This design comes from an exercise in tuning for small area, a short achievable clock period and few clock cycles per item on the open sky130 flow, not from production work.
RTL that was checked went through simulation tests only; none was proved equivalent to the original.

// tdm_slot_timer_unit
module tdm_slot_timer_unit (
   input  logic        clock,
   input  logic        reset,
   input  logic        req_valid,
   output logic        req_ready,
   input  logic [47:0] req_now_time,
   output logic        rsp_valid,
   input  logic        rsp_ready,
   output logic [1:0]  rsp_current_slot,
   output logic        rsp_is_own,
   output logic [48:0] rsp_next_own_start,
   output logic [32:0] rsp_wait_time,
   output logic        rsp_error,
   input  logic        csr_we,
   input  logic [2:0]  csr_index,
   input  logic [15:0] csr_wdata
);
Settings: LEC_CHECK=0, CAP_MARGIN=20, CORE_MARGIN=2, CORE_UTILIZATION=40, SLEW_MARGIN=20; clock period 10.0 ns.
standard.sh (not shown) runs the stock make flow with config.mk's settings and CLKGATE_MAP_FILE= SYNTH_SCRIPT=/design/flow/synth_recipe.tcl, a recipe that flattens the netlist after the stock synthesis.
==> flow/flow/run.sh <==
#!/bin/bash
# Standard layout; the repair steps aim at a larger setup margin but work on
# the worst endpoints only; clock tree sinks are clustered in larger groups.
set -euo pipefail
bash standard.sh SETUP_SLACK_MARGIN=6.5 TNS_END_PERCENT=5 CTS_CLUSTER_SIZE=25 CTS_CLUSTER_DIAMETER=100 finish > standard.log 2>&1
The starting point went through all stages and came out clean.
Testbench counts at the start, summed over its fixed seeds: cycles 8,144, items 8,000.
==> next run, changes <==
==> flow/flow/run.sh (replaced) <==
#!/bin/bash
# Standard layout, with these changes to how it is made:
#  - ports are buffered with buf_4 cells;
#  - the repair steps aim at a larger setup margin but work on the worst
#    endpoints only;
#  - clock tree sinks are clustered in larger groups;
#  - cells are placed more densely.
set -euo pipefail
bash standard.sh SETUP_SLACK_MARGIN=6.5 TNS_END_PERCENT=5 \
  CTS_CLUSTER_SIZE=30 CTS_CLUSTER_DIAMETER=100 PLACE_DENSITY=0.75 \
  BUFFER_PORTS_ARGS="-buffer_cell sky130_fd_sc_hd__buf_4" finish > standard.log 2>&1
What happened:
- utilization is lower by 0.62 points
- global-route usage fell by 0.65 points
- routed wire length went down by 0.97%
- final cell count falls by 0.34%
- design area is lower by 1.3%
==> next run, changes <==
==> flow/flow/run.sh (replaced) <==
#!/bin/bash
# Standard layout; the repair steps aim at a larger setup margin but work on
# the worst endpoints only.
set -euo pipefail
bash standard.sh SETUP_SLACK_MARGIN=6.5 TNS_END_PERCENT=5 finish > standard.log 2>&1
Outcome:
- synthesized area stays the same
- wire length is higher slightly
- sequential share of layout area shrinks by 1.6 points
- setup slack loses 0.022 ns
- utilization is higher by 2.0 points
- clock-buffer cell count goes up by 125
- die area is unchanged
- register-to-register slack improved by 0.04 ns
- hold slack is better by 0.015 ns

* * *

## oak
Another version of the RTL of tdm_slot_timer_unit (not shown whole).
Size in the first run: roughly 6100 cells after synthesis, about 160 I/O pins.
Settings: LEC_CHECK=0, CAP_MARGIN=20, CORE_MARGIN=2, CORE_UTILIZATION=40, SLEW_MARGIN=20; clock period 10.0 ns.
==> flow/flow/run.sh <==
#!/bin/bash
# Standard layout, with these changes to how it is made:
#  - ports are buffered with buf_4 cells;
#  - the repair steps aim at a larger setup margin but work on the worst
#    endpoints only;
#  - clock tree sinks are clustered in larger groups.
set -euo pipefail
bash standard.sh SETUP_SLACK_MARGIN=6.5 TNS_END_PERCENT=5 \
  CTS_CLUSTER_SIZE=30 CTS_CLUSTER_DIAMETER=100 \
  BUFFER_PORTS_ARGS="-buffer_cell sky130_fd_sc_hd__buf_4" finish > standard.log 2>&1
Testbench counts of oak, summed over its fixed seeds: cycles 8,144, items 8,000.
Edits applied to the flow inputs when going from oak to pine:
--- a/flow/flow/run.sh
+++ b/flow/flow/run.sh
@@ -8,3 +8,3 @@
 bash standard.sh SETUP_SLACK_MARGIN=6.5 TNS_END_PERCENT=5 \
-  CTS_CLUSTER_SIZE=30 CTS_CLUSTER_DIAMETER=100 \
+  CTS_CLUSTER_SIZE=25 CTS_CLUSTER_DIAMETER=100 \
   BUFFER_PORTS_ARGS="-buffer_cell sky130_fd_sc_hd__buf_4" finish > standard.log 2>&1
Notes after the runs:
For the first-iteration DRC count, pine came in 72 lower than oak did.
When pine is measured against oak, its global-route met2 utilization turns out 0.16 points lower.
Sequential share of layout area essentially unchanged between oak and pine.
pine ended with more count of clock buffers in the final design than oak.
~same final core area utilization in pine and oak
Diff oak -> pine: deepest clock path buffer count held; via count held.

* * *

## before
Another version of the RTL of tdm_slot_timer_unit (not shown whole).
For scale: roughly 5300 cells after synthesis, ~1100 flip-flops.
## tdm_slot_timer_unit
module tdm_slot_timer_unit (
   input  logic        clock,
   input  logic        reset,
   input  logic        req_valid,
   output logic        req_ready,
   input  logic [47:0] req_now_time,
   output logic        rsp_valid,
   input  logic        rsp_ready,
   output logic [1:0]  rsp_current_slot,
   output logic        rsp_is_own,
   output logic [48:0] rsp_next_own_start,
   output logic [32:0] rsp_wait_time,
   output logic        rsp_error,
   input  logic        csr_we,
   input  logic [2:0]  csr_index,
   input  logic [15:0] csr_wdata
);
make LEC_CHECK=0 CAP_MARGIN=20 CORE_MARGIN=2 CORE_UTILIZATION=40 SLEW_MARGIN=20 finish   # period 10.0 ns
run.sh (not shown) runs the stock make flow with config.mk's settings and CLKGATE_MAP_FILE= SYNTH_SCRIPT=/design/flow/synth_recipe.tcl, a recipe that flattens the netlist after the stock synthesis.
Stock flow here: none of the scripts above is used.
Inputs modified between before and after:
-- flow/config.mk --
<<< before, line 11
>>> after, line 11
export SETUP_SLACK_MARGIN = 5
Results
- The post-route clock period utilization number comes out higher for before vs after.
- after can be clocked faster than before.
- Number of clock buffers in the layout: after vs before up 1.3%
Function was not checked in any run of this note: the RTL went through the layout flow alone.

* * *

Another version of the RTL of tdm_slot_timer_unit (not shown whole).
Size in the first run: roughly 6000 cells after synthesis, roughly 160 I/O pins, about 64000 µm² of cells after synthesis.
clock: 10.0 ns
lec_check: 0
cap_margin: 20
core_margin: 2
core_utilization: 40
slew_margin: 20
standard.sh (not shown) runs the stock make flow with config.mk's settings and CLKGATE_MAP_FILE= SYNTH_SCRIPT=/design/flow/synth_recipe.tcl, a recipe that flattens the netlist after the stock synthesis.
==> flow/flow/run.sh <==
#!/bin/bash
# Standard layout, with these changes to how it is made:
#  - ports are buffered with buf_4 cells;
#  - the repair steps aim at a larger setup margin but work on the worst
#    endpoints only;
#  - clock tree sinks are clustered in larger groups.
set -euo pipefail
bash standard.sh SETUP_SLACK_MARGIN=6.8 TNS_END_PERCENT=10 \
  CTS_CLUSTER_SIZE=25 CTS_CLUSTER_DIAMETER=100 \
  BUFFER_PORTS_ARGS="-buffer_cell sky130_fd_sc_hd__buf_4" finish > standard.log 2>&1
Testbench counts at the start, summed over its fixed seeds: cycles 8,144, items 8,000.
Rerun with:
--- a/flow/flow/run.sh
+++ b/flow/flow/run.sh
@@ -6,5 +6,5 @@
 #  - clock tree sinks are clustered in larger groups.
 set -euo pipefail
-bash standard.sh SETUP_SLACK_MARGIN=6.8 TNS_END_PERCENT=10 \
+bash standard.sh SETUP_SLACK_MARGIN=6.5 TNS_END_PERCENT=5 \
   CTS_CLUSTER_SIZE=25 CTS_CLUSTER_DIAMETER=100 \
   BUFFER_PORTS_ARGS="-buffer_cell sky130_fd_sc_hd__buf_4" finish > standard.log 2>&1
After rerunning:
- The changed run went through all stages and came out clean
- via count came out lower by a few percent
- register-to-register slack stays flat

==> port drivers added, routing unchanged <==
Ports are ideal in the flow. The routed layouts listed here were re-timed in OpenROAD.
Step 1, drivers: a clkbuf_16 drives clock and a buf_2 each remaining input, both assumed.
Step 2 also shifts input and output timing later by t, the mid clock arrival at the registers, as if the neighbouring blocks saw the same clock.
a / b / c = ideal / step 1 / step 2; a / b = the first two.
run | shift t [ns] | slack for setup (ns) | worst setup path at the end | worst data-port slew with drivers (ns)
the first run of note 1 | 0.786 | 6.341 / 6.260 / 5.728 | input to register | 0.08
the second run of note 1 | 0.781 | 6.316 / 6.316 / 5.894 | input to register | 0.14
the third run of note 1 | 0.851 | 6.294 / 6.211 / 5.643 | input to register | 0.09
oak | 0.800 | 6.443 / 6.412 / 5.912 | input to register | 0.05
pine | 0.780 | 6.453 / 6.366 / 5.892 | input to register | 0.05
before | 0.797 | 1.075 / 1.075 / 1.075 | register to register | 0.11
after | 0.817 | 2.605 / 2.605 / 2.605 | register to register | 0.12
the first run of note 4 | 0.772 | 6.418 / 6.418 / 5.735 | input to register | 0.09
the second run of note 4 | 0.782 | 6.417 / 6.417 / 5.802 | input to register | 0.08
After both steps setup and hold are still met in every run listed. For the first run of note 4, which loses most, drivers alone change the setup slack by 0.000 ns; drivers and shift together by -0.683 ns.
